This is an optimization exercise on Yosys and OpenROAD, whose aim is small area, a short achievable clock period and few clock cycles per item, not a production implementation. At most, simulation tests tie the RTL to the original design; equivalence was not proved.

==> module sobel_unit, before the edit <==
module sobel_unit (
  input  logic        clk,
  input  logic        first,   
  input  logic [15:0] bot,
  input  logic [15:0] mid,
  input  logic [15:0] top,
  output logic [15:0] result   
);
  logic [9:0] s_vs0, s_vs1;
  logic [8:0] s_vd0, s_vd1;
  logic [9:0] n_vs0, n_vs1;
  logic [8:0] n_vd0, n_vd1;
  logic       n_first;    
  logic       n_inner;    
  logic [9:0] b_vs0, b_vs1;
  logic [8:0] b_vd0, b_vd1;
  logic [4*11-1:0] g_d, g_q;   
  always_comb begin
    s_vs0 = {2'b00, top[7:0]}  + {1'b0, mid[7:0], 1'b0}  + {2'b00, bot[7:0]};
    s_vs1 = {2'b00, top[15:8]} + {1'b0, mid[15:8], 1'b0} + {2'b00, bot[15:8]};
    s_vd0 = {1'b0, top[7:0]}  - {1'b0, bot[7:0]};
    s_vd1 = {1'b0, top[15:8]} - {1'b0, bot[15:8]};
  end
  always_ff @(posedge clk) begin
    n_vs0   <= s_vs0;
    n_vs1   <= s_vs1;
    n_vd0   <= s_vd0;
    n_vd1   <= s_vd1;
    n_first <= first;
    n_inner <= !first;
    b_vs0   <= n_vs0;
    b_vs1   <= n_vs1;
    b_vd0   <= n_vd0;
    b_vd1   <= n_vd1;
  end
  logic [9:0] r_vs, l_vs;   
  logic [8:0] r_vd, l_vd;
  assign r_vs = n_first ? b_vs1 : n_vs0;
  assign r_vd = n_first ? b_vd1 : n_vd0;
  assign l_vs = n_inner ? b_vs1 : n_vs0;
  assign l_vd = n_inner ? b_vd1 : n_vd0;
  always_comb begin
    g_d[0  +: 11] = $signed({1'b0, r_vs}) - $signed({1'b0, b_vs0});
    g_d[11 +: 11] = 11'($signed(b_vd0)) + 11'($signed(r_vd)) + (11'($signed(b_vd1)) <<< 1);
    g_d[22 +: 11] = $signed({1'b0, n_vs1}) - $signed({1'b0, l_vs});
    g_d[33 +: 11] = 11'($signed(l_vd)) + 11'($signed(n_vd1)) + (11'($signed(n_vd0)) <<< 1);
  end
  always_ff @(posedge clk) g_q <= g_d;
  always_comb begin
    logic [10:0] gx, gy;
    logic        sx, sy, hx, hy;
    logic [7:0]  lx, ly;
    logic [9:0]  sum;
    for (int c = 0; c < 2; c++) begin
      gx = g_q[22*c +: 11];
      gy = g_q[22*c + 11 +: 11];
      sx = gx[10];
      sy = gy[10];
      hx = (gx[10:8] != {3{sx}});
      hy = (gy[10:8] != {3{sy}});
      lx = gx[7:0] ^ {8{sx}};
      ly = gy[7:0] ^ {8{sy}};
      sum = {2'b00, lx} + {2'b00, ly} + {9'd0, sx} + {9'd0, sy};
      result[8*c +: 8] = (hx || hy || sum[9:8] != 2'b00) ? 8'hFF : sum[7:0];
    end
  end
endmodule
==> module acc_top, before the edit <==
module acc_top (
  input  logic        clk,
  input  logic        reset,
  input  logic        start,
  output logic [15:0] addr,
  output logic        en,
  output logic        we,
  input  logic [31:0] dataR,
  output logic [31:0] dataW,
  output logic        finish
);
  logic        sel_lo;      
  logic        sel_rep;     
  logic        dup;         
  logic        first;       
  logic [15:0] bot, mid, top;   
  logic [15:0] result;
  acc_control u_control (
    .clk     (clk),
    .reset   (reset),
    .start   (start),
    .addr    (addr),
    .en      (en),
    .we      (we),
    .finish  (finish),
    .sel_lo  (sel_lo),
    .sel_rep (sel_rep),
    .dup     (dup),
    .first   (first)
  );
  line_buffer u_line_buffer (
    .clk     (clk),
    .sel_lo  (sel_lo),
    .sel_rep (sel_rep),
    .dup     (dup),
    .dataR   (dataR),
    .bot     (bot),
    .mid     (mid),
    .top     (top)
  );
  sobel_unit u_sobel (
    .clk    (clk),
    .first  (first),
    .bot    (bot),
    .mid    (mid),
    .top    (top),
    .result (result)
  );
  logic [7:0] r_hi;
  always_ff @(posedge clk) begin
    r_hi  <= result[15:8];
    dataW <= {result[7:0], r_hi, dataW[31:24], dataW[23:16]};
  end
endmodule
export LEC_CHECK = 0
export CAP_MARGIN = 20
export CORE_MARGIN = 2
export CORE_UTILIZATION = 65
export CTS_CLUSTER_DIAMETER = 80
export CTS_CLUSTER_SIZE = 30
export PLACE_DENSITY = 0.75
export SLEW_MARGIN = 20
create_clock -name core_clock -period 12.5 [get_ports {clk}]
standard.sh (not shown) runs the stock make flow with config.mk's settings and CLKGATE_MAP_FILE= SYNTH_SCRIPT=/design/flow/synth_recipe.tcl, a recipe that flattens the netlist after the stock synthesis.
==> flow/flow/run.sh <==
#!/bin/bash
# The standard layout, with plain buffers (not delay buffers) on the ports.
set -euo pipefail
bash standard.sh "BUFFER_PORTS_ARGS=-buffer_cell sky130_fd_sc_hd__buf_2" finish > standard_flow.log 2>&1
Edit:
--- a/flow/design.v
+++ b/flow/design.v
@@ -112,18 +112,21 @@
   input  logic        first,   
   input  logic [15:0] bot,
   input  logic [15:0] mid,
   input  logic [15:0] top,
-  output logic [15:0] result   
+  output logic [15:0] result
 );
   logic [9:0] s_vs0, s_vs1;
   logic [8:0] s_vd0, s_vd1;
   logic [9:0] n_vs0, n_vs1;
   logic [8:0] n_vd0, n_vd1;
-  logic       n_first;    
-  logic       n_inner;    
+  logic       n_first;
+  logic [9:0] c_vs;
+  logic [8:0] c_vd;
   logic [9:0] b_vs0, b_vs1;
   logic [8:0] b_vd0, b_vd1;
+  logic [9:0] a_vs;
+  logic [8:0] a_vd;
   logic [4*11-1:0] g_d, g_q;   
   always_comb begin
     s_vs0 = {2'b00, top[7:0]}  + {1'b0, mid[7:0], 1'b0}  + {2'b00, bot[7:0]};
     s_vs1 = {2'b00, top[15:8]} + {1'b0, mid[15:8], 1'b0} + {2'b00, bot[15:8]};
@@ -135,25 +138,22 @@
     n_vs1   <= s_vs1;
     n_vd0   <= s_vd0;
     n_vd1   <= s_vd1;
     n_first <= first;
-    n_inner <= !first;
+    c_vs    <= first ? n_vs1 : s_vs0;
+    c_vd    <= first ? n_vd1 : s_vd0;
     b_vs0   <= n_vs0;
     b_vs1   <= n_vs1;
     b_vd0   <= n_vd0;
     b_vd1   <= n_vd1;
-  end
-  logic [9:0] r_vs, l_vs;   
-  logic [8:0] r_vd, l_vd;
-  assign r_vs = n_first ? b_vs1 : n_vs0;
-  assign r_vd = n_first ? b_vd1 : n_vd0;
-  assign l_vs = n_inner ? b_vs1 : n_vs0;
-  assign l_vd = n_inner ? b_vd1 : n_vd0;
-  always_comb begin
-    g_d[0  +: 11] = $signed({1'b0, r_vs}) - $signed({1'b0, b_vs0});
-    g_d[11 +: 11] = 11'($signed(b_vd0)) + 11'($signed(r_vd)) + (11'($signed(b_vd1)) <<< 1);
-    g_d[22 +: 11] = $signed({1'b0, n_vs1}) - $signed({1'b0, l_vs});
-    g_d[33 +: 11] = 11'($signed(l_vd)) + 11'($signed(n_vd1)) + (11'($signed(n_vd0)) <<< 1);
+    a_vs    <= n_first ? n_vs0 : b_vs1;
+    a_vd    <= n_first ? n_vd0 : b_vd1;
+  end
+  always_comb begin
+    g_d[0  +: 11] = $signed({1'b0, b_vs1}) - $signed({1'b0, a_vs});
+    g_d[11 +: 11] = 11'($signed(a_vd)) + 11'($signed(b_vd1)) + (11'($signed(b_vd0)) <<< 1);
+    g_d[22 +: 11] = $signed({1'b0, c_vs}) - $signed({1'b0, b_vs0});
+    g_d[33 +: 11] = 11'($signed(b_vd0)) + 11'($signed(c_vd)) + (11'($signed(b_vd1)) <<< 1);
   end
   always_ff @(posedge clk) g_q <= g_d;
   always_comb begin
     logic [10:0] gx, gy;
@@ -222,10 +222,6 @@
     .mid    (mid),
     .top    (top),
     .result (result)
   );
-  logic [7:0] r_hi;
-  always_ff @(posedge clk) begin
-    r_hi  <= result[15:8];
-    dataW <= {result[7:0], r_hi, dataW[31:24], dataW[23:16]};
-  end
-endmodule
+  always_ff @(posedge clk) dataW <= {result, dataW[31:16]};
+endmodule
Effect:
- The new run completed with no timing, DRC or antenna violations
- first-iteration DRC count came out lower by 18%
- wire length went up by 7.3%
- count of clock-buffer cells in the layout falls by 2
- final area climbs by 4.2%
- die area came out higher by 4.2%
- core utilization goes down by 1.0 points
- worst setup slack gains 0.15 ns
- synthesized area increases by 4.4%
- non-clock buffer count does not change
- maximum frequency grows by 4.2%
- via count climbs by 3.5%
Testbench counts after the change, summed over its fixed seeds: cycles 10,480, images 128.
Function not checked in the first run of this note: the RTL went through the layout flow alone.

==> re-timing with driven ports <==
No port has a modelled driver above. Below, the same layouts with a new extraction and two added sets of constraints.
Step 1, drivers: a clkbuf_16 drives clk and a buf_2 each remaining input, both assumed.
Step 2 adds t to the input delays and takes it off the output delays; t is the mean of the earliest and latest rising clock arrival at the registers after step 1. Input paths then give back, and output paths get back, about the clock's delay inside the block.
a / b / c = ideal / step 1 / step 2; a / b = the first two.
run	t, ns	slack for setup (ns)	worst register clock-pin slew, ns	worst slew at a driven data input, ns	pins driven straight from the clock port
the first run	0.579	8.752 / 8.752 / 8.752	0.11 / 0.11	0.04	1
the second run	0.574	8.904 / 8.856 / 8.835	0.11 / 0.11	0.04	1
After both steps setup and hold are still met in every run listed. The setup slack of the second run, which loses most, moves by -0.048 ns with the drivers and by -0.069 ns with both steps.
